This design comes from an exercise in tuning for small area and a short achievable clock period on the open sky130 flow, not from production work. Function was checked by simulation only, so behaviour that the tests miss may differ from the original. No activity file was given, so power comes from the tool's default toggle rates.

<file path="flow/config.mk">
export PLATFORM = sky130hd
export DESIGN_NAME = usb_data_buffer
export DESIGN_NICKNAME = usb_data_buffer
export VERILOG_FILES = /design/flow/design.v
export SDC_FILE = /design/flow/constraint.sdc
export NUM_CORES = 4
export LEC_CHECK = 0
export CAP_MARGIN = 20
export CORE_MARGIN = 2
export CORE_UTILIZATION = 30
export SLEW_MARGIN = 20
</file>
<file path="flow/constraint.sdc">
create_clock -name core_clock -period 7.0 [get_ports {clk}]
set_input_delay 1.4000 -clock core_clock [delete_from_list [all_inputs] [get_ports {clk}]]
set_output_delay 1.4000 -clock core_clock [all_outputs]
set_load 0.01 [all_outputs]
</file>
<file path="flow/design.v">
package usb_pkg;
  localparam int unsigned USB_BUF_DEPTH  = 64;
  localparam int unsigned USB_BUF_ADDR_W = 6;
  localparam logic [1:0] SIZE_BYTE = 2'd0;
  localparam logic [1:0] SIZE_HALF = 2'd1;
  localparam logic [1:0] SIZE_WORD = 2'd2;
  localparam logic [3:0] PID_OUT   = 4'b0001;
  localparam logic [3:0] PID_IN    = 4'b1001;
  localparam logic [3:0] PID_DATA0 = 4'b0011;
  localparam logic [3:0] PID_DATA1 = 4'b1011;
  localparam logic [3:0] PID_ACK   = 4'b0010;
  localparam logic [3:0] PID_NAK   = 4'b1010;
  localparam logic [3:0] PID_STALL = 4'b1110;
  function automatic logic [2:0] size_bytes(input logic [1:0] sz);
    logic [2:0] n;
    case (sz)
      SIZE_BYTE: n = 3'd1;
      SIZE_HALF: n = 3'd2;
      SIZE_WORD: n = 3'd4;
      default:   n = 3'd0;
    endcase
    size_bytes = n;
  endfunction
endpackage
module usb_buffer_mem
#(
  parameter int unsigned DEPTH  = usb_pkg::USB_BUF_DEPTH,
  parameter int unsigned ADDR_W = usb_pkg::USB_BUF_ADDR_W
) (
  input  logic              clk_i,
  input  logic [ADDR_W-1:0] waddr_i,
  input  logic [2:0]        wcount_i,
  input  logic [31:0]       wdata_i,
  input  logic [ADDR_W-1:0] raddr_i,
  output logic [31:0]       rdata_o
);
  localparam int unsigned Rows  = DEPTH / 4;
  localparam int unsigned RowW  = ADDR_W - 2;
  logic [7:0] bank_q [4][Rows];
  logic [7:0] bank_rd [4];
  for (genvar b = 0; b < 4; b++) begin : gen_bank
    logic [1:0]      wlane, rlane;
    logic [RowW-1:0] wrow, rrow;
    logic [7:0]      wbyte;
    logic            wen;
    assign wlane = 2'(b) - waddr_i[1:0];
    assign wrow  = waddr_i[ADDR_W-1:2] + RowW'(2'(b) < waddr_i[1:0]);
    assign wbyte = wdata_i[8*wlane +: 8];
    assign wen   = wcount_i > {1'b0, wlane};
    assign rrow  = raddr_i[ADDR_W-1:2] + RowW'(2'(b) < raddr_i[1:0]);
    assign bank_rd[b] = bank_q[b][rrow];
    for (genvar r = 0; r < Rows; r++) begin : gen_row
      always_ff @(posedge clk_i) begin
        if (wen && wrow == RowW'(r)) bank_q[b][r] <= wbyte;
      end
    end
  end
  for (genvar k = 0; k < 4; k++) begin : gen_lane
    logic [1:0] bsel;
    assign bsel = raddr_i[1:0] + 2'(k);
    assign rdata_o[8*k +: 8] = bank_rd[bsel];
  end
endmodule
module usb_data_buffer
#(
  parameter int unsigned DEPTH  = usb_pkg::USB_BUF_DEPTH,
  parameter int unsigned ADDR_W = usb_pkg::USB_BUF_ADDR_W
) (
  input  logic              clk,
  input  logic              n_rst,
  input  logic              flush,
  input  logic              clear,
  input  logic              store_rx_packet_data,
  input  logic [7:0]        rx_packet_data,
  input  logic              get_rx_data,
  input  logic              store_tx_data,
  input  logic [1:0]        data_size,
  input  logic [31:0]       tx_data,
  output logic [31:0]       rx_data,
  input  logic              get_tx_packet_data,
  output logic [7:0]        tx_packet_data,
  output logic [ADDR_W:0]   buffer_occupancy
);
  localparam int unsigned CntW = ADDR_W + 1;
  logic [ADDR_W-1:0] rd_ptr_q, rd_ptr_d;
  logic [ADDR_W-1:0] wr_ptr_q, wr_ptr_d;
  logic [CntW-1:0]   occ_q, occ_d;
  logic [2:0]  push_size, pop_size, push_cnt, pop_cnt, rx_size;
  logic [31:0] push_data, win;
  always_comb begin
    push_size = '0;
    push_data = '0;
    if (store_rx_packet_data) begin
      push_size = 3'd1;
      push_data = {24'h0, rx_packet_data};
    end else if (store_tx_data) begin
      push_size = usb_pkg::size_bytes(data_size);
      push_data = tx_data;
    end
    pop_size = '0;
    if (get_tx_packet_data) begin
      pop_size = 3'd1;
    end else if (get_rx_data) begin
      pop_size = usb_pkg::size_bytes(data_size);
    end
    push_cnt = (occ_q + CntW'(push_size) <= CntW'(DEPTH)) ? push_size : '0;
    pop_cnt  = (occ_q >= CntW'(pop_size)) ? pop_size : '0;
    wr_ptr_d = wr_ptr_q + ADDR_W'(push_cnt);
    rd_ptr_d = rd_ptr_q + ADDR_W'(pop_cnt);
    occ_d    = occ_q + CntW'(push_cnt) - CntW'(pop_cnt);
    if (flush || clear) begin
      push_cnt = '0;
      pop_cnt  = '0;
      wr_ptr_d = '0;
      rd_ptr_d = '0;
      occ_d    = '0;
    end
  end
  always_ff @(posedge clk or negedge n_rst) begin
    if (!n_rst) begin
      rd_ptr_q <= '0;
      wr_ptr_q <= '0;
      occ_q    <= '0;
    end else begin
      rd_ptr_q <= rd_ptr_d;
      wr_ptr_q <= wr_ptr_d;
      occ_q    <= occ_d;
    end
  end
  usb_buffer_mem #(
    .DEPTH  (DEPTH),
    .ADDR_W (ADDR_W)
  ) u_mem (
    .clk_i    (clk),
    .waddr_i  (wr_ptr_q),
    .wcount_i (push_cnt),
    .wdata_i  (push_data),
    .raddr_i  (rd_ptr_q),
    .rdata_o  (win)
  );
  always_comb begin
    rx_size = usb_pkg::size_bytes(data_size);
    rx_data = '0;
    for (int k = 0; k < 4; k++) begin
      if (rx_size > 3'(k) && occ_q > CntW'(k)) begin
        rx_data[8*k +: 8] = win[8*k +: 8];
      end
    end
    tx_packet_data = (occ_q != '0) ? win[7:0] : 8'h00;
  end
  assign buffer_occupancy = occ_q;
endmodule
</file>
<file path="flow/run.sh">
#!/bin/bash
# synth_recipe.tcl (not shown) runs the flow's synth.tcl, then flattens the netlist and writes it again
# the make line also repeats each setting of config.mk as NAME=value (left out here)
make -C /OpenROAD-flow-scripts/flow DESIGN_CONFIG=/design/flow/config.mk WORK_HOME=/design/flow/orfs CLKGATE_MAP_FILE= SYNTH_SCRIPT=/design/flow/synth_recipe.tcl finish
</file>
==> qor.csv, run 1 <==
metric;value;unit
outcome;finished clean;
IO Port Bufs;96;
final setup fails;0;
Critical Path AT;5.50;ns
Vias;22010;
ys async rst share;0.03578;
Routed Wire Length;104700;um
total congestion overflow;0;
mapped cell area;27890;um^2
Worst-Skew Late Latency;0.63;ns
Fin Clk Skew;0.02280;ns
cell area after layout;32570;um^2
Post-synth EDFFs;512;
clock transition at the registers of the reported paths;0.06;ns
initial core utilization;0.3034;
Core ar.;91940;um^2
critical path startpoint category;register;
# placed instances;3639;
Post-DP HPWL;75380;um
Max H-tree Level;2;
pin count of the biggest net entering global routing;64;
Yosys warnings;4;
post-synthesis register bit count;531;
height of the die;308.9;um
period utilisation layout;0.9863;
Max IR drop VDD;0.0002643;V
PwrDens;272.9;nW/um^2
hold_ws;0.7956;ns
Post-Syn Area per Cell;11.98;um^2
Final GP Congestion;1.013;
# rows;111;
Setup TNS Final;0;ns
register area share after synthesis;0.5682;
First-pass DRT Iterations;6;
Final Hold Fails;0;
Worst Setup End Kind;output pin;
post-route ant nets;0;
fin util;0.3542;
Final min period;6.904;ns
CP peak stage delay;0.73;ns
Slew @ Worst Pin;1.178;ns
Leak;10.64;nW
DRC violations left;0;
crit-path max FO;17;
highest clock rate;0.1448;GHz
initial DRC count;3215;
global-route usage over all layers;0.2140;
Post-synth top cells;edfxtp_1 (512), nor2_1 (183), nand2_1 (171);
cell taking the most area after synthesis;edfxtp_1;
WP data required;5.60;ns
Synth Instances;2329;
DP Area;30790;um^2
Syn-to-layout area delta;16.75;%
vias per cell;5.888;
ranking of synthesized cells by area;edfxtp_1 (55%), mux2i_1 (3.0%), mux2_2 (2.8%), nor2_1 (2.5%), nand2_1 (2.3%);
ys flop type;edfxtp_1;
Worst path top cell family by delay;compound AO/OA/AOI/OAI gates;
DR WL/cell;28.02;um
Cell variety after synth;98;
# IOs;97;
Total Die Area;95430;um^2
Die Width;308.9;um
nets@finish;2558;
antenna violations before repair;2;
Setup CP Type;register to output pin;
share of the synthesized area in the top cell type;0.5512;
RSZ-0062 raised after global routing;false;
Post-Layout Cell Count;3738;
Hold WC Path Type;register to register;
global-route wire length before repair;148300;um
most common cell in the netlist;edfxtp_1;
Slowest-stage cell, CP;nor2_1;
Num CTS Buffers;53;
layout cell share with drive strength beyond 1;0.1588;
crit path buf inv count;4;
Max Slew Vio Count;0;
vias in the first global route;20660;
Max transition margin;0.2144;
critical path cell sequence;clkinv_1, buf_4, nor2_1, ha_2, a21boi_2, buf_4, nor2_1, a32oi_1, a22o_1, o211ai_1, mux2i_1, o22ai_1, clkdlybuf4s50_1;
maxcap violations;0;
Clock Tree Root;clkbuf_16;
TritonCTS clock tree;yes;
post-synthesis net count;2435;
R2R Setup Slk;2.12;ns
TritonCTS Sinks;531;
Clock Path Buffers;3;
-- per-layer routing --
layer | wire [um] | up-vias | track usage
met1 | 42930 | 10890 | 0.2970
met4 | 4283 | 0 | 0.07936
met3 | 13700 | 238 | 0.07159
met5 | 0 | - | 0
met2 | 43830 | 1522 | 0.3087
li1 | - | 9362 | -
-- final cells by class --
class                           count  area [um^2]
Timing Repair Buffer              238         2081
Inverter                           52        195.2
Sequential cell                   531        15860
Clock buffer                       63         1405
Fill cell                        9001        59370
Tap cell                         1243         1555
Multi-Input combinational cell   1576        11180
Clock inverter                     34        287.8
Antenna cell                        1        2.502
-- cell families after synthesis --
kind of cell,after synthesis,synth area share
AO/OA/AOI/OAI,588,0.1526
XOR/XNOR,17,0.005338
adder cells (fa/ha/maj),56,0.02673
buffers and inverters,222,0.03705
flip-flops,531,0.5682
multiplexers,177,0.07468
AND/OR/NAND/NOR,738,0.1354
-- repair_timing --
item,in CTS,in global routing
pin swaps,0,1
setup endpoints to repair,1,23
gates resized for setup,1,9
buffers inserted,0,1
hold buffers,0,0
-- final timing paths --
path	start	end	depth (start not counted)
setup / recovery	rd_ptr_q[1]	rx_data[24]	13
hold / removal	wr_ptr_q[1]	wr_ptr_q[1]	3
setup reg to reg	occ_q[0]	u_mem.bank_q[5][2]	13
hold reg to reg	wr_ptr_q[1]	wr_ptr_q[1]	3
max in group asynchronous	n_rst	rd_ptr_q[5]	1
min in group asynchronous	n_rst	occ_q[6]	1
-- power breakdown --
group | switching, mW | total [mW] | internal [mW]
registers | 0.0622 | 3.70 | 3.63
logic | 1.54 | 2.40 | 0.852
clock network | 1.25 | 2.80 | 1.55
total | 2.85 | 8.89 | 6.03
-- cell usage in the layout (no fill, tap or decap), types with 12 or more instances in the layout --
cell	instances
ha_1	45
buf_4	137
nand3_1	77
o2111ai_1	13
a21oi_2	13
and2_1	19
o21ai_1	25
edfxtp_1	512
nand2b_1	18
a32oi_1	19
a31oi_1	34
mux4_2	17
clkinv_2	12
a311oi_1	16
nor3_1	43
a21oi_1	84
nor2_1	183
mux2i_1	84
clkdlybuf4s50_1	96
a211oi_1	26
nand3b_1	17
inv_1	51
nor2b_1	41
o32ai_1	12
o211ai_1	27
and3b_1	20
o22ai_1	36
a22oi_1	40
dfrtp_1	14
and3_1	32
nand2_1	171
nand4_1	37
clkbuf_16	54
o21ai_0	64
mux2_2	70
a221oi_1	18
-- worst min-delay path, stage by stage (launching register included) --
cell and delay [ns]:
dfrtp_1 0.38, inv_1 0.14, fa_1 0.20, nor2_1 0.05
-- stage by stage --
step	worst slack [ns]	power, mW
4_1_cts	0.1587	8.806
6_report	0.09596	8.886
5_1_grt	0.02181	9.155
3_5_place_dp	0.3288	6.028
3_3_place_gp	0.3861	6.043
2_1_floorplan	1.212	4.898
-- state kept, by name, summed over array words and instances, names as in the netlist --
| signal | flops |
|---|---|
| occ_q | 7 |
| rd_ptr_q | 6 |
| wr_ptr_q | 6 |
| u_mem.bank_q | 512 |
==> run 2: changes to the inputs <==
--- a/flow/design.v
+++ b/flow/design.v
@@ -30,5 +30,5 @@
   input  logic              clk_i,
   input  logic [ADDR_W-1:0] waddr_i,
-  input  logic [2:0]        wcount_i,
+  input  logic [3:0]        wlane_en_i,
   input  logic [31:0]       wdata_i,
   input  logic [ADDR_W-1:0] raddr_i,
@@ -40,5 +40,5 @@
   logic [7:0] bank_rd [4];
   for (genvar b = 0; b < 4; b++) begin : gen_bank
-    logic [1:0]      wlane, rlane;
+    logic [1:0]      wlane;
     logic [RowW-1:0] wrow, rrow;
     logic [7:0]      wbyte;
@@ -47,5 +47,5 @@
     assign wrow  = waddr_i[ADDR_W-1:2] + RowW'(2'(b) < waddr_i[1:0]);
     assign wbyte = wdata_i[8*wlane +: 8];
-    assign wen   = wcount_i > {1'b0, wlane};
+    assign wen   = wlane_en_i[wlane];
     assign rrow  = raddr_i[ADDR_W-1:2] + RowW'(2'(b) < raddr_i[1:0]);
     assign bank_rd[b] = bank_q[b][rrow];
@@ -88,13 +88,11 @@
   logic [2:0]  push_size, pop_size, push_cnt, pop_cnt, rx_size;
   logic [31:0] push_data, win;
+  logic [3:0]  slot_free;
   always_comb begin
     push_size = '0;
-    push_data = '0;
     if (store_rx_packet_data) begin
       push_size = 3'd1;
-      push_data = {24'h0, rx_packet_data};
     end else if (store_tx_data) begin
       push_size = usb_pkg::size_bytes(data_size);
-      push_data = tx_data;
     end
     pop_size = '0;
@@ -110,6 +108,4 @@
     occ_d    = occ_q + CntW'(push_cnt) - CntW'(pop_cnt);
     if (flush || clear) begin
-      push_cnt = '0;
-      pop_cnt  = '0;
       wr_ptr_d = '0;
       rd_ptr_d = '0;
@@ -128,14 +124,18 @@
     end
   end
+  for (genvar k = 0; k < 4; k++) begin : gen_free
+    assign slot_free[k] = occ_q < CntW'(DEPTH - k);
+  end
+  assign push_data = store_rx_packet_data ? {tx_data[31:8], rx_packet_data} : tx_data;
   usb_buffer_mem #(
     .DEPTH  (DEPTH),
     .ADDR_W (ADDR_W)
   ) u_mem (
-    .clk_i    (clk),
-    .waddr_i  (wr_ptr_q),
-    .wcount_i (push_cnt),
-    .wdata_i  (push_data),
-    .raddr_i  (rd_ptr_q),
-    .rdata_o  (win)
+    .clk_i      (clk),
+    .waddr_i    (wr_ptr_q),
+    .wlane_en_i (slot_free),
+    .wdata_i    (push_data),
+    .raddr_i    (rd_ptr_q),
+    .rdata_o    (win)
   );
   always_comb begin
==> run 2 against run 1 <==
  * Total power rose by 9.1%
  * Combinational power up 13%
  * Largest cell class unchanged
  * Critical path type unchanged
  * Synthesized cell count rose by 3.1%
==> qor.csv, run 2 <==
metric;value;unit;change
initial DRC count;3209;;-0.19%
Num CTS Buffers;56;;+5.7%
Sw Pwr;3.189;mW;+12%
global-route usage over all layers;0.2034;;-0.01062
Synth Instances;2401;;+3.1%
Post-synth top cells;edfxtp_1 (512), nor2_1 (169), nand2_1 (155);;
Final Hold Fails;0;;unchanged
initial core utilization;0.3029;;-0.0004527
ys flop type;edfxtp_1;;
register area share after synthesis;0.5606;;-0.007619
Post-DP HPWL;70760;um;-6.1%
critical path startpoint category;register;;
Max H-tree Level;2;;unchanged
Die Width;311.0;um;+0.67%
# rows;112;;+0.90%
hold buffer count at cts;0;;unchanged
maxcap violations;0;;unchanged
height of the die;311.0;um;+0.67%
total congestion overflow;0;;unchanged
PwrDens;295.3;nW/um^2;+8.2%
Max IR drop VDD;0.0001966;V;-26%
Clock Tree Root;clkbuf_16;;
period utilisation layout;0.9771;;-0.009241
DR WL/cell;26.93;um;-3.9%
Clk pwr share;0.320;;+0.005
hold_ws;0.8162;ns;+0.02064 ns
Post-CTS Setup Inserts;0;;unchanged
cell taking the most area after synthesis;edfxtp_1;;
CP peak stage delay;0.78;ns;+0.05 ns
Setup CP Type;register to output pin;;
TritonCTS clock tree;yes;;
dpl ws;0.7518;ns;+0.4230 ns
mapped cell area;28270;um^2;+1.4%
final setup fails;0;;unchanged
vias in the first global route;21180;;+2.5%
post-synthesis register bit count;531;;unchanged
outcome;finished clean;;
Flop pwr share;0.400;;-0.016
TritonCTS Sinks;531;;unchanged
IO Port Bufs;96;;unchanged
highest clock rate;0.1462;GHz;+0.95%
Hold WC Path Type;register to register;;
Yosys warnings;4;;unchanged
CP startpoint;rd_ptr_q[1];;
R2R Path Start;occ_q[0];;
# IOs;97;;unchanged
Largest regs;u_mem.bank_q (512), occ_q (7);;
clock transition at the registers of the reported paths;0.06;ns;about the same
most frequent CP cell;a221oi_1;;
Slowest-stage cell, CP;clkdlybuf4s50_1;;
critical path cell sequence;nor2_1, inv_1, ha_2, ha_4, buf_4, nor2b_1, a221oi_1, nor3_1, a221oi_1, a31oi_1, a21oi_1, a221oi_1, clkdlybuf4s50_1;;
Final GP Congestion;0.9652;;-4.7%
Max Slew Vio Count;0;;unchanged
Clock Path Buffers;3;;unchanged
Final min period;6.839;ns;-0.06469 ns
Vias;22490;;+2.2%
Critical Path AT;5.44;ns;-0.06 ns
number of gates resized after cts;0;;-1
Routed Wire Length;101900;um;-2.8%
nets@finish;2583;;+0.98%
most frequent cells in the layout;edfxtp_1 (512), nor2_1 (162), nand2_1 (155);;
Leak;10.81;nW;+1.6%
commonest non-fill, non-tap cell in the layout;edfxtp_1;;
antenna violations before repair;2;;unchanged
share of the synthesized area in the top cell type;0.5438;;-0.007391
First-pass DRT Iterations;6;;unchanged
crit path buf inv count;3;;-1
most common cell in the netlist;edfxtp_1;;
HP Start;wr_ptr_q[1];;
layout cell share with drive strength beyond 1;0.1455;;-0.01327
Net Sw Frac;0.3289;;+0.008011
final worst slack;0.1607;ns;+0.06469 ns
Post-Syn Area per Cell;11.78;um^2;-1.7%
vias per cell;5.945;;+0.97%
WP data required;5.60;ns;about the same
global-route wire length before repair;147500;um;-0.56%
Int Power;6.508;mW;+7.8%
Comb power frac;0.279;;+0.009
crit-path max FO;25;;+8
Worst path top cell family by delay;compound AO/OA/AOI/OAI gates;;
ys async rst share;0.03578;;unchanged
Cell variety after synth;104;;+6.1%
Slew @ Worst Pin;1.209;ns;+0.03057 ns
Syn-to-layout area delta;16.15;%;
Total Die Area;96710;um^2;+1.3%
Post-synth EDFFs;512;;unchanged
post-route ant nets;0;;unchanged
number of flip-flops in the largest register;512;;unchanged
Worst Setup End Kind;output pin;;
Core ar.;93330;um^2;+1.5%
Worst-Skew Late Latency;0.63;ns;about the same
post-synthesis net count;2502;;+2.8%
Antenna diodes;0;;-1
pin count of the biggest net entering global routing;71;;+11%
Most flops, register;u_mem.bank_q;;
Setup TNS Final;0;ns;unchanged
DRC violations left;0;;unchanged
ranking of synthesized cells by area;edfxtp_1 (54%), mux2_2 (2.7%), mux2i_1 (2.5%), nor2_1 (2.2%), nand2_1 (2.1%);;
Max transition margin;0.1911;;-0.02335
Fin Clk Skew;0.01440;ns;-0.008401 ns
==> run 2: metrics by stage <==
step	instances	area [um^2]	power [mW]	util
after CTS	3781	32760	9.625	0.3510
after global placement	3675	30820	6.533	0.3302
final	3783	32840	9.697	0.3519
after global routing	3783	32840	10.00	0.3519
after detailed placement	3676	30850	6.547	0.3305
after floorplan	2401	28270	5.236	-
==> run 2: tightest hold or removal path, delay by kind of cell, from the launching register on <==
family / cells / cell delay (ns)
buf+inv: 1 / 0.16
flops: 1 / 0.38
simple gates: 1 / 0.04
fa+ha+maj: 1 / 0.19
==> run 2: kinds of logic after synthesis <==
kind of cell,share of synthesized area
muxes,0.05864
buffers and inverters,0.04067
AOI/OAI and AO/OA,0.1638
adders and majority gates,0.02522
DFF,0.5606
xor gates and xnor gates,0.004027
and+or+nand+nor,0.1471
==> run 2: power groups by stage <==
stage | combinational, mW | clock, mW | sequential, mW
2_1_floorplan | 1.32 | 0 | 3.91
3_3_place_gp | 2.59 | 0 | 3.95
3_5_place_dp | 2.60 | 0 | 3.95
4_1_cts | 2.61 | 3.13 | 3.88
5_1_grt | 2.85 | 3.27 | 3.89
6_report | 2.71 | 3.11 | 3.88
==> run 2: layout make-up <==
cell class / count / area (um^2)
fillers: 9243 / 60490
flip-flops and latches: 531 / 15860
multi-input cells: 1628 / 11400
repair buffers: 212 / 1902
well taps: 1254 / 1569
clock buffers: 61 / 1420
clock inverters: 44 / 490.5
inverters: 53 / 198.9
==> run 2: per-layer routing <==
metal | up-vias | GRT usage | part of all wire
met5 | - | 0 | 0
met4 | 0 | 0.05764 | 0.029
met3 | 181 | 0.05079 | 0.13
met2 | 1595 | 0.2942 | 0.42
met1 | 11080 | 0.2990 | 0.42
li1 | 9633 | - | -
==> run 2: worst paths after layout <==
| check | end | slack (ns) | cells after the start |
|---|---|---|---|
| worst min register to register | wr_ptr_q[1] | 0.82 | 3 |
| worst max register to register | occ_q[6] | 2.45 | 16 |
| worst max-delay path | rx_data[23] | 0.16 | 13 |
| min in group asynchronous | occ_q[2] | 1.30 | 1 |
| max in group asynchronous | rd_ptr_q[4] | 5.02 | 1 |
| worst min-delay path | wr_ptr_q[1] | 0.82 | 3 |
==> run 3: changes to the inputs <==
--- a/flow/design.v
+++ b/flow/design.v
@@ -87,6 +87,9 @@
   logic [CntW-1:0]   occ_q, occ_d;
   logic [2:0]  push_size, pop_size, push_cnt, pop_cnt, rx_size;
-  logic [31:0] push_data, win;
+  logic [31:0] push_data, behind;
   logic [3:0]  slot_free;
+  logic [3:0][7:0] win_q, win_d;
+  logic [7:0][7:0] ext;     
+  logic [7:0][7:0] fill;    
   always_comb begin
     push_size = '0;
@@ -136,7 +139,27 @@
     .wlane_en_i (slot_free),
     .wdata_i    (push_data),
-    .raddr_i    (rd_ptr_q),
-    .rdata_o    (win)
+    .raddr_i    (rd_ptr_q + ADDR_W'(4)),
+    .rdata_o    (behind)
   );
+  always_comb begin
+    for (int j = 0; j < 8; j++) begin
+      ext[j]  = (j < 4) ? win_q[j % 4] : behind[8*(j%4) +: 8];
+      fill[j] = ext[j];
+      for (int i = 0; i < 4; i++) begin
+        if (i <= j && occ_q == CntW'(j - i)) fill[j] = push_data[8*i +: 8];
+      end
+    end
+    for (int k = 0; k < 4; k++) begin
+      case (pop_cnt)
+        3'd1:    win_d[k] = fill[k + 1];
+        3'd2:    win_d[k] = fill[k + 2];
+        3'd4:    win_d[k] = fill[k + 4];
+        default: win_d[k] = fill[k];
+      endcase
+    end
+  end
+  always_ff @(posedge clk) begin
+    win_q <= win_d;
+  end
   always_comb begin
     rx_size = usb_pkg::size_bytes(data_size);
@@ -144,8 +167,8 @@
     for (int k = 0; k < 4; k++) begin
       if (rx_size > 3'(k) && occ_q > CntW'(k)) begin
-        rx_data[8*k +: 8] = win[8*k +: 8];
+        rx_data[8*k +: 8] = win_q[k];
       end
     end
-    tx_packet_data = (occ_q != '0) ? win[7:0] : 8'h00;
+    tx_packet_data = (occ_q != '0) ? win_q[0] : 8'h00;
   end
   assign buffer_occupancy = occ_q;
==> run 3 against run 2 <==
  * Cell count increased by 2.2%
  * First-iteration DRC count decreased by 12%
  * Worst setup slack gained 0.75 ns
  * Sequential share of layout area is 0.73 points higher
  * Largest power group unchanged
==> qor.csv, run 3 <==
metric;value;unit;change
DRC violations left;0;;unchanged
height of the die;317.9;um;+2.2%
DR WL/cell;26.08;um;-3.1%
Final Hold Fails;0;;unchanged
R2R Path Start;rd_ptr_q[2];;
hold buffer count at cts;0;;unchanged
final setup fails;0;;unchanged
Clk pwr share;0.287;;-0.033
ranking of synthesized cells by area;edfxtp_1 (53%), mux4_2 (5.0%), nand2_1 (2.9%), mux2i_1 (2.7%), nor2_1 (2.6%);;
nets@finish;2633;;+1.9%
Clock Path Buffers;3;;unchanged
Cell variety after synth;94;;-9.6%
layout cell share with drive strength beyond 1;0.1137;;-0.03181
outcome;finished clean;;
FF+latch area;16580;um^2;+4.5%
crit-path max FO;24;;-4.0%
pin count of the biggest net entering global routing;50;;-30%
Final GP Congestion;0.9656;;about the same
worst hold stages;4;;+1
antenna violations before repair;15;;+13
Core ar.;97990;um^2;+5.0%
commonest non-fill, non-tap cell in the layout;edfxtp_1;;
Setup TNS Final;0;ns;unchanged
TritonCTS clock tree;yes;;
most common cell in the netlist;edfxtp_1;;
Vias;22810;;+1.4%
cell area after layout;33810;um^2;+3.0%
Fin Clk Skew;0.06064;ns;+0.04624 ns
Die Width;317.9;um;+2.2%
First-pass DRT Iterations;6;;unchanged
total congestion overflow;0;;unchanged
most frequent cells in the layout;edfxtp_1 (520), nand2_1 (225), nor2_1 (205);;
dpl ws;0.5176;ns;-0.2342 ns
HP Start;win_q[25];;
ys flop type;edfxtp_1;;
Syn-to-layout area delta;14.39;%;
TritonCTS Sinks;563;;+6.0%
Post-synth top cells;edfxtp_1 (520), nand2_1 (225), nor2_1 (208);;
reg2reg end;win_q[4];;
Most flops, register;u_mem.bank_q;;
Worst-Skew Late Latency;0.67;ns;+0.04 ns
Setup CP Type;register to output pin;;
global-route wire length before repair;148500;um;+0.73%
Worst Setup End Kind;output pin;;
# rows;115;;+2.7%
fin util;0.3451;;-0.006806
maxcap violations;0;;unchanged
Post-synth EDFFs;520;;+1.6%
Final min period;6.087;ns;-0.7521 ns
Max H-tree Level;2;;unchanged
R2R depth;14;;-2
Flop pwr share;0.370;;-0.030
R2R Setup Slk;1.27;ns;-1.18 ns
Max transition margin;0.2522;;+0.06111
Total Die Area;101100;um^2;+4.5%
share of the synthesized area in the top cell type;0.5283;;-0.01551
vias per cell;5.901;;-0.75%
cell taking the most area after synthesis;edfxtp_1;;
Net Sw Frac;0.3565;;+0.02761
IO Port Bufs;96;;unchanged
Num CTS Buffers;60;;+7.1%
post-synthesis net count;2605;;+4.1%
Int Power;7.295;mW;+12%
mapped cell area;29560;um^2;+4.5%
global-route usage over all layers;0.1935;;-0.009897
initial DRC count;2828;;-12%
final worst slack;0.9127;ns;+0.7521 ns
WP data required;5.60;ns;about the same
Sw Pwr;4.041;mW;+27%
clock transition at the registers of the reported paths;0.06;ns;about the same
Hold WC Path Type;register to register;;
Slew @ Worst Pin;1.091;ns;-0.1184 ns
ys async rst share;0.03375;;-0.002034
Hold EP;win_q[9];;
# IOs;97;;unchanged
vias in the first global route;22020;;+4.0%
post-route ant nets;0;;unchanged
Filler cells;9589;;+3.7%
Critical Path AT;4.69;ns;-0.75 ns
Routed Wire Length;100800;um;-1.0%
Max IR drop VDD;0.0002185;V;+11%
highest clock rate;0.1643;GHz;+12%
Post-Syn Area per Cell;11.82;um^2;+0.40%
Post-CTS Setup Inserts;0;;unchanged
Comb power frac;0.342;;+0.063
period utilisation layout;0.8696;;-0.1074
Post-DP HPWL;69280;um;-2.1%
post-synthesis register bit count;563;;+6.0%
Leak;11.11;nW;+2.9%
critical path startpoint category;register;;
Max Slew Vio Count;0;;unchanged
PwrDens;335.3;nW/um^2;+14%
hold_ws;0.7183;ns;-0.09791 ns
Synth Instances;2500;;+4.1%
Largest regs;u_mem.bank_q (512), win_q (32), occ_q (7);;
area occupied by multi-input gates;12010;um^2;+5.3%
number of gates resized after cts;0;;unchanged
initial core utilization;0.3017;;-0.001288
DP Area;31780;um^2;+3.0%
Yosys warnings;4;;unchanged
Clock Tree Root;clkbuf_16;;
RSZ-0062 raised after global routing;false;;
register area share after synthesis;0.5606;;about the same
number of flip-flops in the largest register;512;;unchanged
## run 3: worst max-delay path by stage
stage / from / to / slack, ns / depth (start not counted)
final: occ_q[4] / rx_data[20] / 0.91 / 7
after global routing: occ_q[4] / rx_data[20] / 0.61 / 7
after CTS: occ_q[4] / rx_data[20] / 0.93 / 7
after detailed placement: store_rx_packet_data / occ_q[5] / 0.52 / 21
after global placement: store_rx_packet_data / occ_q[5] / 0.43 / 21
after floorplan: store_rx_packet_data / occ_q[5] / 1.13 / 22
## run 3: cell type report
class / count / area share
Sequential cell: 563 / 0.4902
Multi-Input combinational cell: 1698 / 0.3552
Tap cell: 1287 / 0.04762
Clock buffer: 71 / 0.04563
Timing Repair Buffer: 160 / 0.04285
Clock inverter: 40 / 0.01343
Inverter: 45 / 0.004996
Antenna cell: 1 / 0.00007401
## run 3: worst max-delay path: stages (launching register included)
cell and delay, ns:
dfrtp_1 0.45, inv_1 0.18, ha_1 0.28, nor4b_2 0.86, nand2_1 0.96, and3_1 0.59
and2_1 0.20, clkdlybuf4s50_1 0.48
## run 3: cell families (layout without fill, tap and decap cells)
| logic type | count (synthesis) | count (layout) | synth area share |
|---|---|---|---|
| xor+xnor | 25 | 25 | 0.01202 |
| simple gates | 757 | 757 | 0.1206 |
| compound gates | 685 | 685 | 0.1579 |
| other cells | 0 | 1 | 0 |
| buf+inv | 239 | 316 | 0.03471 |
| mux | 176 | 176 | 0.08936 |
| fa+ha+maj | 55 | 55 | 0.02481 |
| flops | 563 | 563 | 0.5606 |
## run 3: per-layer routing
metal | GRT usage | share of wire
met1 | 0.2636 | 0.40
met2 | 0.2979 | 0.45
met3 | 0.04827 | 0.11
met4 | 0.07026 | 0.039
met5 | 0 | 0.0016
## run 3: power by group through the flow
| stage | Combinational, mW | Sequential, mW | Clock (mW) |
|---|---|---|---|
| floorplan | 2.45 | 4.17 | 0 |
| global placement | 3.75 | 4.27 | 0 |
| detailed placement | 3.76 | 4.27 | 0 |
| CTS | 3.78 | 4.20 | 3.28 |
| global route | 4.17 | 4.22 | 3.42 |
| finish | 3.88 | 4.20 | 3.26 |
## run 3: stage by stage
stage	cells	power, mW
floorplan	2500	6.617
global placement	3749	8.017
detailed placement	3750	8.026
CTS	3861	11.26
global route	3865	11.80
finish	3865	11.34
==> run 4: changes to the inputs <==
--- a/flow/config.mk
+++ b/flow/config.mk
@@ -6,6 +6,8 @@
 export NUM_CORES = 4
 export LEC_CHECK = 0
+export ABC_CLOCK_PERIOD_IN_PS = 4000
 export CAP_MARGIN = 20
 export CORE_MARGIN = 2
 export CORE_UTILIZATION = 30
+export SETUP_SLACK_MARGIN = 3.0
 export SLEW_MARGIN = 20
==> run 4 against run 3 <==
  * Still clean on timing, DRC and antenna
  * Total power is 10% higher
  * Sequential share of layout area down 3.7 points
  * Sequential power barely moved
  * Cell count rose by 4.4%
  * Fmax is 30% higher
  * Sequential cell count is the same
  * Cell area increased by 8.3%
  * Largest power group is now combinational logic
==> qor.csv, run 4 <==
metric;value;unit;change
Final Hold Fails;0;;unchanged
pin count of the biggest net entering global routing;47;;-6.0%
Int Power;8.061;mW;+11%
Max H-tree Level;2;;unchanged
number of flip-flops in the largest register;512;;unchanged
WP data required;7.59;ns;+1.99 ns
Syn-to-layout area delta;23.94;%;
HP Start;wr_ptr_q[4];;
Num CTS Buffers;60;;unchanged
Clock Path Buffers;3;;unchanged
critical path cell sequence;buf_8, inv_4, ha_4, a21o_1, ha_4, fa_1, nor4_4, a22oi_2, o21ai_2, nand2_2, fa_1, buf_4, inv_2, ha_4, a21o_1, a21oi_2, inv_1, a21oi_2, nor2_2, or3_1, a21oi_1;;
R2R depth;21;;+7
CP peak stage delay;0.59;ns;-0.37 ns
RSZ-0062 raised after global routing;true;;
Slew @ Worst Pin;1.124;ns;+0.03329 ns
most common cell in the netlist;edfxtp_1;;
Worst Setup End Kind;register;;
antenna violations before repair;7;;-8
Post-DP HPWL;69670;um;+0.56%
initial core utilization;0.3017;;unchanged
crit path buf inv count;5;;+3
DR WL/cell;26.42;um;+1.3%
crit-path max FO;3;;-88%
Slowest-stage cell, CP;fa_1;;
cell area after layout;36630;um^2;+8.3%
post-synthesis net count;2605;;unchanged
period utilisation layout;0.6685;;-0.2011
Cell variety after synth;94;;unchanged
register area share after synthesis;0.5606;;unchanged
Post-synth EDFFs;520;;unchanged
Setup CP Type;primary input to register;;
Max IR drop VDD;0.0002825;V;+29%
First-pass DRT Iterations;7;;+1
Worst path top cell family by delay;adder cells;;
worst hold stages;2;;-2
fin util;0.3739;;+0.02879
TritonCTS Sinks;563;;unchanged
hold buffer count at cts;0;;unchanged
Fin Clk Skew;0.06510;ns;+0.004456 ns
Critical Path AT;5.27;ns;+0.58 ns
Yosys warnings;4;;unchanged
total congestion overflow;0;;unchanged
vias in the first global route;22600;;+2.6%
cell taking the most area after synthesis;edfxtp_1;;
Max Slew Vio Count;0;;unchanged
mapped cell area;29560;um^2;unchanged
Die Width;317.9;um;unchanged
Most flops, register;u_mem.bank_q;;
Clock Tree Root;clkbuf_16;;
global-route wire length before repair;154000;um;+3.7%
critical path startpoint category;primary input;;
Vias;23640;;+3.7%
Max transition margin;0.2480;;-0.004162
Total Die Area;101100;um^2;unchanged
Post-Syn Area per Cell;11.82;um^2;unchanged
CP startpoint;data_size[0];;
vias per cell;5.859;;-0.71%
Comb power frac;0.392;;+0.050
Routed Wire Length;106600;um;+5.7%
TritonCTS clock tree;yes;;
share of the synthesized area in the top cell type;0.5283;;unchanged
Post-synth top cells;edfxtp_1 (520), nand2_1 (225), nor2_1 (208);;
Synth Instances;2500;;unchanged
DP Area;31920;um^2;+0.44%
outcome;finished clean;;
clock transition at the registers of the reported paths;0.06;ns;about the same
ranking of synthesized cells by area;edfxtp_1 (53%), mux4_2 (5.0%), nand2_1 (2.9%), mux2i_1 (2.7%), nor2_1 (2.6%);;
Net Sw Frac;0.3534;;-0.003076
Core ar.;97990;um^2;unchanged
ys async rst share;0.03375;;unchanged
final setup fails;0;;unchanged
initial DRC count;3141;;+11%
most frequent CP cell;ha_4;;
hold_ws;0.5806;ns;-0.1377 ns
layout cell share with drive strength beyond 1;0.2400;;+0.1263
Setup TNS Final;0;ns;unchanged
Sw Pwr;4.406;mW;+9.0%
height of the die;317.9;um;unchanged
PwrDens;340.3;nW/um^2;+1.5%
nets@finish;2801;;+6.4%
Filler cells;9300;;-3.0%
Final GP Congestion;0.9605;;-0.53%
ys flop type;edfxtp_1;;
# IOs;97;;unchanged
Flop pwr share;0.335;;-0.035
post-route ant nets;0;;unchanged
Clk pwr share;0.273;;-0.014
Final min period;4.680;ns;-1.408 ns
R2R Path Start;occ_q[1];;
IO Port Bufs;96;;unchanged
Leak;12.43;nW;+12%
most frequent cells in the layout;edfxtp_1 (520), nand2_1 (213), buf_4 (178);;
global-route usage over all layers;0.2014;;+0.007875
Hold WC Path Type;register to register;;
Worst-Skew Late Latency;0.67;ns;about the same
post-synthesis register bit count;563;;unchanged
commonest non-fill, non-tap cell in the layout;edfxtp_1;;
highest clock rate;0.2137;GHz;+30%
Largest regs;u_mem.bank_q (512), win_q (32), occ_q (7);;
cell depth of the worst setup path;21;;+14
maxcap violations;0;;unchanged
# rows;115;;unchanged
DRC violations left;0;;unchanged
run 4: worst paths after layout:
| check | endpoint | slack [ns] |
|---|---|---|
| worst min-delay path | wr_ptr_q[4] | 0.58 |
| worst max register to register | occ_q[5] | 2.63 |
| min in group asynchronous | rd_ptr_q[0] | 0.73 |
| max in group asynchronous | occ_q[6] | 5.81 |
| worst max-delay path | occ_q[5] | 2.32 |
| worst min register to register | wr_ptr_q[4] | 0.58 |
run 4: worst reg2reg max path: stages (launching register included):
cell and delay [ns]:
dfrtp_4 0.50, buf_4 0.18, buf_4 0.17, ha_4 0.23, a21o_1 0.18, a21oi_2 0.18
a31oi_2 0.13, nor4_4 0.32, a22oi_2 0.10, o21ai_2 0.23, nand2_2 0.11, fa_1 0.59
buf_4 0.13, inv_2 0.04, ha_4 0.20, a21o_1 0.17, a21oi_2 0.15, inv_1 0.07
a21oi_2 0.14, nor2_2 0.05, or3_1 0.30, a21oi_1 0.12
run 4: layout make-up:
cell class,instances,area [um^2],area share
Inverter,45,214.0,0.005840
Sequential cell,563,16600,0.4530
Clock buffer,76,1562,0.04262
Multi-Input combinational cell,1704,13110,0.3579
Clock inverter,36,530.5,0.01448
Tap cell,1287,1610,0.04396
Timing Repair Buffer,322,3007,0.08207
Antenna cell,2,5.005,0.0001366
run 4: cells by family (layout without fill, tap and decap cells):
group | Yosys count | in the layout | synth area share
simple gates | 757 | 759 | 0.1206
compound gates | 685 | 685 | 0.1579
flops | 563 | 563 | 0.5606
buf+inv | 239 | 479 | 0.03471
mux | 176 | 176 | 0.08936
fa+ha+maj | 55 | 55 | 0.02481
xor+xnor | 25 | 29 | 0.01202
other cells | 0 | 2 | 0
run 4: metal layers:
layer | vias to the layer above | share of wire | GRT usage
li1 | 10170 | - | -
met1 | 11730 | 0.40 | 0.2747
met2 | 1460 | 0.45 | 0.3135
met3 | 269 | 0.11 | 0.04655
met4 | 10 | 0.037 | 0.07101
met5 | - | 0.00066 | 0
run 4: metrics by stage:
step / std cells / setup WS (ns) / power, mW
after floorplan: 2500 / 1.833 / 6.654
after global placement: 3763 / 0.8690 / 8.065
after detailed placement: 3763 / 0.7999 / 8.075
after CTS: 3984 / 2.416 / 11.98
after global routing: 4033 / 2.139 / 12.94
final: 4035 / 2.320 / 12.47
run 4: repair_timing:
| item | in CTS | in global routing |
|---|---|---|
| setup endpoints to repair | 229 | 347 |
| gates cloned | 6 | 4 |
| buffers inserted | 103 | 45 |
| hold endpoints to repair | 0 | 0 |
| gates resized for setup | 240 | 136 |
| pin swaps | 42 | 57 |
run 4: power by group through the flow:
stage          sequential (mW)  combinational (mW)  clock, mW
3_3_place_gp              4.27                3.79          0
4_1_cts                   4.18                4.38       3.43
6_report                  4.18                4.89       3.40
5_1_grt                   4.19                5.18       3.57
3_5_place_dp              4.27                3.80          0
2_1_floorplan             4.17                2.49          0
==> run 5: changes to the inputs <==
--- a/flow/config.mk
+++ b/flow/config.mk
@@ -6,8 +6,8 @@
 export NUM_CORES = 4
 export LEC_CHECK = 0
-export ABC_CLOCK_PERIOD_IN_PS = 4000
+export ABC_CLOCK_PERIOD_IN_PS = 3400
 export CAP_MARGIN = 20
 export CORE_MARGIN = 2
 export CORE_UTILIZATION = 30
-export SETUP_SLACK_MARGIN = 3.0
+export SETUP_SLACK_MARGIN = 3.6
 export SLEW_MARGIN = 20
==> run 5 against run 4 <==
  * Die area stayed put
  * Clock skew grew 0.015 ns
  * Clock-buffer cell count is 1 lower
  * Highest routed layer unchanged
  * Critical path type unchanged
  * Still clean
  * Critical endpoint unchanged
  * Hold slack improved by 0.12 ns
==> qor.csv, run 5 <==
metric;value;unit;change
outcome;finished clean;;
CP peak stage delay;0.59;ns;about the same
# rows;115;;unchanged
total congestion overflow;0;;unchanged
Synth Instances;2500;;unchanged
Setup TNS Final;0;ns;unchanged
number of flip-flops in the largest register;512;;unchanged
post-route ant nets;0;;unchanged
crit-path max FO;3;;unchanged
Total Die Area;101100;um^2;unchanged
mapped cell area;29560;um^2;unchanged
Routed Wire Length;107100;um;+0.43%
global-route wire length before repair;155300;um;+0.84%
Final Hold Fails;0;;unchanged
post-synthesis net count;2605;;unchanged
cell taking the most area after synthesis;edfxtp_1;;
Syn-to-layout area delta;28.26;%;
Largest regs;u_mem.bank_q (512), win_q (32), occ_q (7);;
most common cell in the netlist;edfxtp_1;;
commonest non-fill, non-tap cell in the layout;edfxtp_1;;
Antenna diodes;0;;-2
Worst Setup End Kind;register;;
ys flop type;edfxtp_1;;
Slowest-stage cell, CP;fa_1;;
Post-synth EDFFs;520;;unchanged
# IOs;97;;unchanged
critical path cell sequence;buf_8, clkinvlp_4, ha_4, a21o_1, ha_2, fa_1, and2_1, o21ai_2, inv_1, a21oi_1, a31oi_1, o21ai_2, nand2_2, fa_1, inv_1, ha_1, a21o_1, a21oi_2, inv_1, a21oi_2, nor2_1, or3_1, a21oi_2;;
Final GP Congestion;0.9575;;-0.31%
DRC violations left;0;;unchanged
Critical Path AT;5.35;ns;+0.08 ns
Post-Syn Area per Cell;11.82;um^2;unchanged
period utilisation layout;0.6765;;+0.008024
First-pass DRT Iterations;9;;+2
Vias;24020;;+1.6%
IO Port Bufs;96;;unchanged
PwrDens;349.7;nW/um^2;+2.8%
initial core utilization;0.3017;;unchanged
Max transition margin;0.2151;;-0.03288
Die Width;317.9;um;unchanged
Filler cells;9062;;-2.6%
Cell variety after synth;94;;unchanged
global-route usage over all layers;0.2020;;+0.0006137
post-synthesis register bit count;563;;unchanged
RSZ-0062 raised after global routing;true;;
Worst-Skew Late Latency;0.68;ns;about the same
ranking of synthesized cells by area;edfxtp_1 (53%), mux4_2 (5.0%), nand2_1 (2.9%), mux2i_1 (2.7%), nor2_1 (2.6%);;
Max IR drop VDD;0.0002710;V;-4.1%
Hold WC Path Type;primary input to asynchronous set/reset pin;;
layout cell share with drive strength beyond 1;0.2972;;+0.05722
Leak;12.82;nW;+3.1%
height of the die;317.9;um;unchanged
antenna violations before repair;15;;+8
Fin Clk Skew;0.07991;ns;+0.01481 ns
highest clock rate;0.2112;GHz;-1.2%
register area share after synthesis;0.5606;;unchanged
Setup CP Type;primary input to register;;
Final min period;4.736;ns;+0.05617 ns
most frequent cells in the layout;edfxtp_1 (520), nand2_1 (206), buf_4 (182);;
critical path startpoint category;primary input;;
Slew @ Worst Pin;1.177;ns;+0.05347 ns
Max H-tree Level;2;;unchanged
vias per cell;5.882;;+0.40%
final setup fails;0;;unchanged
Clock Tree Root;clkbuf_16;;
cell area after layout;37910;um^2;+3.5%
Post-DP HPWL;68060;um;-2.3%
Num CTS Buffers;57;;-5.0%
DP Area;32000;um^2;+0.26%
ys async rst share;0.03375;;unchanged
nets@finish;2855;;+1.9%
TritonCTS Sinks;563;;unchanged
Clock Path Buffers;3;;unchanged
Core ar.;97990;um^2;unchanged
TritonCTS clock tree;yes;;
Max Slew Vio Count;0;;unchanged
Yosys warnings;4;;unchanged
initial DRC count;3187;;+1.5%
crit path buf inv count;5;;unchanged
WP data required;7.61;ns;+0.02 ns
hold buffer count at cts;0;;unchanged
pin count of the biggest net entering global routing;43;;-8.5%
Post-synth top cells;edfxtp_1 (520), nand2_1 (225), nor2_1 (208);;
vias in the first global route;23100;;+2.3%
clock transition at the registers of the reported paths;0.07;ns;about the same
Most flops, register;u_mem.bank_q;;
DR WL/cell;26.22;um;-0.75%
Worst path top cell family by delay;adder cells;;
maxcap violations;0;;unchanged
share of the synthesized area in the top cell type;0.5283;;unchanged
[run 5: cell counts after synthesis]
Identical to the previous run, type by type.
[run 5: path summary, 6_finish.rpt]
kind	cells after the start	endpoint	slack [ns]	startpoint
hold reg to reg	4	win_q[10]	0.79	win_q[10]
hold / removal	1	rd_ptr_q[3]	0.70	n_rst
setup reg to reg	19	occ_q[5]	2.79	occ_q[1]
max in group asynchronous	1	occ_q[0]	5.86	n_rst
setup / recovery	23	occ_q[5]	2.26	data_size[0]
min in group core_clock	4	win_q[10]	0.79	win_q[10]
[run 5: logic make-up after synthesis]
family,Yosys count,share of synthesized area
multiplexers,176,0.08936
adder cells (fa/ha/maj),55,0.02481
buffers and inverters,239,0.03471
XOR/XNOR,25,0.01202
flip-flops,563,0.5606
AND/OR/NAND/NOR,757,0.1206
AO/OA/AOI/OAI,685,0.1579
[run 5: cell type report]
class / count / area, um^2 / share of cell area
multi-input cells: 1701 / 13780 / 0.3634
clock inverters: 30 / 374.1 / 0.009868
repair buffers: 382 / 3834 / 0.1011
well taps: 1287 / 1610 / 0.04248
inverters: 45 / 225.2 / 0.005941
flip-flops and latches: 563 / 16600 / 0.4378
clock buffers: 75 / 1494 / 0.03941
[run 5: where the power goes]
group | switching, mW | total [mW] | leakage, nW | internal (mW)
clock | 1.36 | 3.10 | 0.897 | 1.74
sequential | 0.146 | 4.18 | 5.17 | 4.04
combinational | 3.29 | 5.97 | 6.75 | 2.69
total | 4.80 | 13.3 | 12.8 | 8.46
[run 5: what timing repair did]
item	in CTS	in global routing
gates resized for setup	583	126
setup endpoints to repair	584	214
pin swaps	99	76
gates cloned	9	1
hold endpoints to repair	0	0
setup buffers	173	37
[run 5: metal layers]
metal,track usage,vias to the layer above,share of wire
li1,-,10260,-
met1,0.2659,11930,0.39
met2,0.3186,1431,0.45
met3,0.05241,364,0.11
met4,0.07683,30,0.047
met5,0,-,0.0019
[run 5: through the flow]
step | std cells | util | setup slack, ns | power [mW] | hold slack [ns]
finish | 4083 | 0.3869 | 2.264 | 13.26 | 0.7045
global route | 4083 | 0.3869 | 2.032 | 13.71 | 0.7179
CTS | 4045 | 0.3778 | 2.409 | 12.48 | 0.7586
detailed placement | 3758 | 0.3266 | 0.8945 | 8.111 | 0.7551
global placement | 3758 | 0.3266 | 0.9383 | 8.102 | 0.7476
floorplan | 2500 | - | 1.833 | 6.707 | 0.5809
[run 5: worst reg2reg max path: cells and delay by family, from the launching register on]
family / cells / cell delay [ns]
compound gates: 9 / 1.35
fa+ha+maj: 3 / 1.10
simple gates: 4 / 0.78
flops: 1 / 0.57
buf+inv: 3 / 0.35

-- afterwards: timing with drivers on the ports --
Ports are ideal in the flow. The routed layouts listed here were re-timed in OpenROAD.
Step 1 (the two cells are an assumption about what drives the block):
set clk [get_ports {clk}]
set_driving_cell -lib_cell sky130_fd_sc_hd__clkbuf_16 $clk
set_driving_cell -lib_cell sky130_fd_sc_hd__buf_2 [delete_from_list [all_inputs] $clk]
Step 2 times the ports against the registers' clock, not the clock port: input delays grow and output delays shrink by t, the midpoint of the rising clock arrivals with the driver on.
Three values: ideal, step 1, step 2; two values: the first two.
run | shift t [ns] | setup slack, ns | hold WS [ns] | worst setup path after step 2 | latest minus earliest clock arrival (ns)
run 1 | 0.677 | 0.096 / 0.036 / 0.218 | 0.796 / 0.796 / 0.796 | input to register | 0.034 / 0.034
run 2 | 0.685 | 0.161 / 0.096 / 0.578 | 0.816 / 0.816 / 0.816 | input to output | 0.019 / 0.019
run 3 | 0.703 | 0.913 / 0.846 / 0.542 | 0.718 / 0.718 / 0.718 | input to register | 0.062 / 0.062
run 4 | 0.712 | 2.320 / 2.334 / 1.622 | 0.581 / 0.581 / 0.581 | input to register | 0.065 / 0.065
run 5 | 0.711 | 2.264 / 2.275 / 1.564 | 0.705 / 0.659 / 0.788 | input to register | 0.080 / 0.080
After both steps every run listed still meets setup and hold. For run 5, which loses most, drivers alone change the setup slack by +0.011 ns; drivers and shift together by -0.700 ns.
